From an optimization exercise on the open Yosys and OpenROAD flow, aimed at small area, a short achievable clock period and few clock cycles per item; shortcuts taken in it are not production practice. In this exercise RTL edits were held to simulation tests only and were not proved equivalent to the original.

==> design/flow/design.v <==
module fme_halfpel_win #(
  parameter int PIX_W = 8,
  parameter int REF_W = 16,
  parameter int REF_H = 16
) (
  input  logic                         clk,
  input  logic                         rst,
  input  logic                         start,
  input  logic [$clog2(REF_W)-1:0]     cx,
  input  logic [$clog2(REF_H)-1:0]     cy,
  output logic                         rd_en,
  output logic [$clog2(REF_W*REF_H)-1:0] rd_addr,
  input  logic [PIX_W-1:0]             rd_data,
  output logic                         busy,
  output logic                         done,
  output logic [9*PIX_W-1:0]           half
);
  localparam int XW = $clog2(REF_W);
  localparam int YW = $clog2(REF_H);
  localparam int AW = $clog2(REF_W * REF_H);
  localparam int HW = PIX_W + 7;
  localparam int VW = PIX_W + 13;
  localparam logic signed [VW-1:0] RND5  = VW'(16);
  localparam logic signed [VW-1:0] RND10 = VW'(512);
  typedef enum logic [2:0] {
    S_IDLE, S_FETCH, S_FWAIT, S_HFILT, S_VFILT, S_DONE
  } state_t;
  state_t state, state_nx;
  logic                    accept;
  logic                    rd_en_c, busy_c, done_c;
  logic [AW-1:0]           addr_c;
  logic [5:0]              k;
  logic [2:0]              fr, fc;
  logic [XW-1:0]           cx_q;
  logic [YW-1:0]           cy_q;
  logic                    prev_en;
  logic [5:0]              prev_k;
  logic [PIX_W-1:0]        patch [49];
  logic signed [HW-1:0]    hl [7];
  logic signed [HW-1:0]    hr [7];
  logic signed [VW-1:0]    hl_c, hr_c;
  logic [5:0]              rb;
  logic [9*PIX_W-1:0]      res_c;
  logic [9*PIX_W-1:0]      half_q;
  function automatic logic signed [VW-1:0] ext_p(input logic [PIX_W-1:0] p);
    ext_p = {{(VW-PIX_W){1'b0}}, p};
  endfunction
  function automatic logic signed [VW-1:0] tap6(
    input logic signed [VW-1:0] a, b, c, d, e, f
  );
    logic signed [VW-1:0] be, cd;
    be = b + e;
    cd = c + d;
    tap6 = a + f - ((be <<< 2) + be) + ((cd <<< 4) + (cd <<< 2));
  endfunction
  function automatic logic [PIX_W-1:0] sat(input logic signed [VW-1:0] v);
    if (v[VW-1])             sat = '0;
    else if (|v[VW-2:PIX_W]) sat = '1;
    else                     sat = v[PIX_W-1:0];
  endfunction
  assign accept = ((state == S_IDLE) || (state == S_DONE)) && start;
  always_ff @(posedge clk or negedge rst) begin
    if (!rst) state <= S_IDLE;
    else      state <= state_nx;
  end
  always_comb begin
    state_nx = state;
    rd_en_c  = 1'b0;
    busy_c   = 1'b0;
    done_c   = 1'b0;
    case (state)
      S_IDLE:  if (accept) state_nx = S_FETCH;
      S_FETCH: begin
        rd_en_c = 1'b1;
        busy_c  = 1'b1;
        if (k == 6'd48) state_nx = S_FWAIT;
      end
      S_FWAIT: begin
        busy_c   = 1'b1;
        state_nx = S_HFILT;
      end
      S_HFILT: begin
        busy_c = 1'b1;
        if (fr == 3'd6) state_nx = S_VFILT;
      end
      S_VFILT: begin
        busy_c   = 1'b1;
        state_nx = S_DONE;
      end
      S_DONE: begin
        done_c   = 1'b1;
        state_nx = accept ? S_FETCH : S_IDLE;
      end
      default: state_nx = S_IDLE;
    endcase
  end
  always_ff @(posedge clk) begin
    if (accept) begin
      cx_q <= cx;
      cy_q <= cy;
      k    <= '0;
      fr   <= '0;
      fc   <= '0;
    end else if (state == S_FETCH) begin
      k <= k + 6'd1;
      if (fc == 3'd6) begin
        fc <= '0;
        fr <= fr + 3'd1;
      end else begin
        fc <= fc + 3'd1;
      end
    end else if (state == S_FWAIT) begin
      fr <= '0;
    end else if (state == S_HFILT) begin
      fr <= fr + 3'd1;
    end
  end
  always_comb begin
    int xi, yi;
    xi = int'(cx_q) + int'(fc) - 3;
    yi = int'(cy_q) + int'(fr) - 3;
    if (xi < 0)      xi = 0;
    if (xi > REF_W-1) xi = REF_W - 1;
    if (yi < 0)      yi = 0;
    if (yi > REF_H-1) yi = REF_H - 1;
    addr_c = '0;
    if (state == S_FETCH) addr_c = AW'(yi * REF_W + xi);
  end
  always_ff @(posedge clk or negedge rst) begin
    if (!rst) begin
      prev_en <= 1'b0;
      prev_k  <= '0;
    end else begin
      prev_en <= rd_en_c;
      prev_k  <= k;
    end
  end
  always_ff @(posedge clk) begin
    if (prev_en) patch[prev_k] <= rd_data;
  end
  always_comb begin
    rb   = 6'(int'(fr) * 7);
    hl_c = tap6(ext_p(patch[rb]),        ext_p(patch[rb + 6'd1]),
                ext_p(patch[rb + 6'd2]), ext_p(patch[rb + 6'd3]),
                ext_p(patch[rb + 6'd4]), ext_p(patch[rb + 6'd5]));
    hr_c = tap6(ext_p(patch[rb + 6'd1]), ext_p(patch[rb + 6'd2]),
                ext_p(patch[rb + 6'd3]), ext_p(patch[rb + 6'd4]),
                ext_p(patch[rb + 6'd5]), ext_p(patch[rb + 6'd6]));
  end
  always_ff @(posedge clk) begin
    if (state == S_HFILT) begin
      hl[fr] <= HW'(hl_c);
      hr[fr] <= HW'(hr_c);
    end
  end
  always_comb begin
    logic signed [VW-1:0] vl0, vl1, vr0, vr1, vc0, vc1;
    vl0 = tap6(VW'(hl[0]), VW'(hl[1]), VW'(hl[2]), VW'(hl[3]), VW'(hl[4]), VW'(hl[5]));
    vl1 = tap6(VW'(hl[1]), VW'(hl[2]), VW'(hl[3]), VW'(hl[4]), VW'(hl[5]), VW'(hl[6]));
    vr0 = tap6(VW'(hr[0]), VW'(hr[1]), VW'(hr[2]), VW'(hr[3]), VW'(hr[4]), VW'(hr[5]));
    vr1 = tap6(VW'(hr[1]), VW'(hr[2]), VW'(hr[3]), VW'(hr[4]), VW'(hr[5]), VW'(hr[6]));
    vc0 = tap6(ext_p(patch[3]),  ext_p(patch[10]), ext_p(patch[17]),
               ext_p(patch[24]), ext_p(patch[31]), ext_p(patch[38]));
    vc1 = tap6(ext_p(patch[10]), ext_p(patch[17]), ext_p(patch[24]),
               ext_p(patch[31]), ext_p(patch[38]), ext_p(patch[45]));
    res_c = '0;
    res_c[0*PIX_W +: PIX_W] = sat((vl0 + RND10) >>> 10);
    res_c[1*PIX_W +: PIX_W] = sat((vc0 + RND5) >>> 5);
    res_c[2*PIX_W +: PIX_W] = sat((vr0 + RND10) >>> 10);
    res_c[3*PIX_W +: PIX_W] = sat((VW'(hl[3]) + RND5) >>> 5);
    res_c[4*PIX_W +: PIX_W] = patch[24];
    res_c[5*PIX_W +: PIX_W] = sat((VW'(hr[3]) + RND5) >>> 5);
    res_c[6*PIX_W +: PIX_W] = sat((vl1 + RND10) >>> 10);
    res_c[7*PIX_W +: PIX_W] = sat((vc1 + RND5) >>> 5);
    res_c[8*PIX_W +: PIX_W] = sat((vr1 + RND10) >>> 10);
  end
  always_ff @(posedge clk or negedge rst) begin
    if (!rst)                  half_q <= '0;
    else if (state == S_VFILT) half_q <= res_c;
  end
  assign rd_en   = rd_en_c;
  assign rd_addr = addr_c;
  assign busy    = busy_c;
  assign done    = done_c;
  assign half    = half_q;
endmodule
==> design/flow/run.sh <==
#!/bin/bash
# synth_recipe.tcl (not shown) runs the flow's synth.tcl, then flattens the netlist and writes it again
# the make line also repeats each setting of config.mk as NAME=value (left out here)
make -C /OpenROAD-flow-scripts/flow DESIGN_CONFIG=/design/flow/config.mk WORK_HOME=/design/flow/orfs CLKGATE_MAP_FILE= SYNTH_SCRIPT=/design/flow/synth_recipe.tcl finish
==> design/flow/config.mk <==
export PLATFORM = sky130hd
export DESIGN_NAME = fme_halfpel_win
export DESIGN_NICKNAME = fme_halfpel_win
export VERILOG_FILES = /design/flow/design.v
export SDC_FILE = /design/flow/constraint.sdc
export NUM_CORES = 4
export LEC_CHECK = 0
export CAP_MARGIN = 20
export CORE_MARGIN = 2
export CORE_UTILIZATION = 40
export SLEW_MARGIN = 20
==> design/flow/constraint.sdc <==
create_clock -name core_clock -period 9.5 [get_ports {clk}]
set_input_delay 1.9000 -clock core_clock [delete_from_list [all_inputs] [get_ports {clk}]]
set_output_delay 1.9000 -clock core_clock [all_outputs]
set_load 0.01 [all_outputs]
==> metrics.cfg <==
[worst_setup_path]
cpMostUsedCell = o21ai_0
slowest_stage = fa_2
arrival_ns = 9.52
critical_path.max_fanout = 13
critical_path_class = reg2reg
cp_slowest_stage_delay_ns = 0.60
crit_path_start_kind = register
required_ns = 9.91
critPathCaptureType = register

[clock_tree]
clockRootBuffer = clkbuf_16
clock_sinks = 704
cts_tree = built
clkLatencyLatePin_ns = 0.73
holdBufCountCts = 0
cts_buffers = 89
cts.clk_slew.worst_paths_ns = 0.06
htreeDepth = 3
cts_buffer_depth = 3

[layout]
fillers = 13700
mostFrequentLayoutCells = 610 x edfxtp_1, 537 x ha_1, 515 x mux4_2
fin_cells = 7003
drive_above_1_share = 0.179
fin_nets = 5795
final_cell_area_um2 = 68500
area_growth_pct = 11.5
final_common_cell = edfxtp_1

[timing]
setup_viol = 0
setup_slack_ns = 0.393
maxSlewViolCount = 0
fin_skew_ns = 0.0321
fin_crit_ns = 9.11
max_freq_ghz = 0.110
fin_tns_setup_ns = 0
relSlewSlack = 0.211
worst_pin_slew_ns = 1.18
finalCritPeriodShare = 0.959
hold_viol = 0

[run]
maxCapViolCount = 0

[placement]
portBuffers = 101
gp_congestion = 1.02
dp_slack_ns = 0.0998
dp_hpwl_um = 145000
dpl_cell_area_um2 = 65200
place_inst = 6825

[synthesis]
synthArstFlopShare = 0.116
yosysSeqAreaShare = 0.336
netlist_area_um2 = 61400
ys_ff_latch = 704
yosys_warnings = 1
avgSynthCellArea_um2 = 12.9
postSynthCellCount = 4751
syn_nets = 5652
synth_edf_count = 610
synth_ff_type = edfxtp_1
synth_cell_types = 96

[drt]
vias_per_cell = 5.90
drc = 0
wl_per_cell_um = 26.0
wl_um = 182000
ant_nets = 0
via_count = 41300
first_pass_iters = 5
drtIter0Drc = 3979

[grt]
antenna_found_initial = 8
grt_use_total = 0.233
grt_pass1_vias = 41800
grt_pass1_wl_um = 270000
overflow = 0
grt_max_degree = 129

[die]
die_h_um = 396
row_count = 143
initial_core_util = 0.403
ios = 102
die_x_um = 396
dieArea_um2 = 157000
coreArea_um2 = 152000

[outcome]
status = complete, no violations

[worst_hold_path]
min-delay-path-class = reg2reg

## layer usage
layer / GRT usage / up-vias / wire length [µm]
met5: 0 / - / 93
met4: 0.111 / 8 / 9790
met3: 0.0472 / 362 / 13700
li1: - / 18100 / -
met1: 0.298 / 21200 / 72200
met2: 0.380 / 1594 / 86600
## what timing repair did
action,CTS,global route
resized for setup,0,19
buffers inserted,0,7
setup endpoints to repair,0,63
## kinds of logic (layout without fill, tap and decap cells)
group,after synthesis,in the layout,synth area share
AO/OA/AOI/OAI,771,771,0.0825
XOR/XNOR,341,341,0.0491
adder cells (fa/ha/maj),882,882,0.221
buffers and inverters,663,883,0.0439
flip-flops,704,704,0.336
multiplexers,627,627,0.208
other,1,3,0.0000611
AND/OR/NAND/NOR,762,762,0.0598
## per-stage QoR
stage,utilization,hold WS [ns]
2_1_floorplan,-,0.350
3_3_place_gp,0.428,0.361
3_5_place_dp,0.428,0.378
4_1_cts,0.448,0.384
5_1_grt,0.450,0.390
6_report,0.450,0.381
## worst max-delay path, delay by kind of cell (launching register included)
family / cells / cell delay (ns)
flops: 1 / 0.38
mux: 2 / 0.97
fa+ha+maj: 9 / 3.63
buf+inv: 5 / 0.65
compound gates: 12 / 2.52
xor+xnor: 2 / 0.43
simple gates: 2 / 0.19
## synth_stat cells (53+ instances only)
library cell | number | area (µm²)
nand2_1 | 162 | 608
buf_2 | 57 | 285
nor2b_1 | 72 | 450
edfxtp_1 | 610 | 18300
clkbuf_1 | 53 | 199
nor3_1 | 53 | 265
a21o_1 | 78 | 586
fa_1 | 342 | 6850
a21oi_1 | 270 | 1350
o21ai_0 | 105 | 526
mux4_2 | 515 | 11600
inv_1 | 498 | 1870
nor2_1 | 264 | 991
xnor2_1 | 249 | 2180
dfrtp_1 | 82 | 2050
xor2_1 | 89 | 780
o21bai_1 | 76 | 571
mux2i_1 | 86 | 861
ha_1 | 540 | 6760
## registers in the layout (all words and copies together) (netlist names)
signal and flops:
cx_q 4, cy_q 4, fc 3, fr 3, half_q 72, hl 105
hr 105, k 6, patch 392, prev_en 1, prev_k 6, state 3
## final cells by class
type / count / area (µm²) / area share
timing repair buffer: 215 / 1970 / 0.0287
clock inverter: 50 / 588 / 0.00859
sequential: 704 / 20600 / 0.301
clock buffer: 118 / 2470 / 0.0361
multi-input combinational: 3384 / 38400 / 0.561
inverter: 500 / 1880 / 0.0275
antenna: 2 / 5.00 / 0.0000731
tap: 2030 / 2540 / 0.0371
## path summary, 6_finish.rpt
check,start,to,slack (ns),cells after the start
min in group asynchronous,rst,half_q[49],1.21,1
worst min register to register,k[5],prev_k[5],0.38,0
worst min-delay path,k[5],prev_k[5],0.38,0
max in group asynchronous,rst,half_q[34],7.03,2
worst max-delay path,fr[0],hl[3][14],0.39,32
worst max register to register,fr[0],hl[3][14],0.39,32
Testbench counts, summed over its fixed seeds: cycles 22,664, items 384.

==> re-timing with driven ports <==
The results above use ideal ports. As a check the final layout listed here was re-extracted and re-timed, cells and wires unchanged.
Step 1 (the two cells are an assumption about what drives the block):
set clk [get_ports {clk}]
set_driving_cell -lib_cell sky130_fd_sc_hd__clkbuf_16 $clk
set_driving_cell -lib_cell sky130_fd_sc_hd__buf_2 [delete_from_list [all_inputs] $clk]
Step 2 also shifts input and output timing later by t, the mid clock arrival at the registers, as if the neighbouring blocks saw the same clock.
a / b / c = ideal ports / drivers / drivers and shift; a / b = the first two.
shift t [ns]: 0.789
setup WS [ns]: 0.393 / 0.393 / 0.393
worst setup path after step 2: register to register
After both steps setup and hold are still met in this run. For this run, drivers alone change the setup slack by 0.000 ns; drivers and shift together by 0.000 ns.
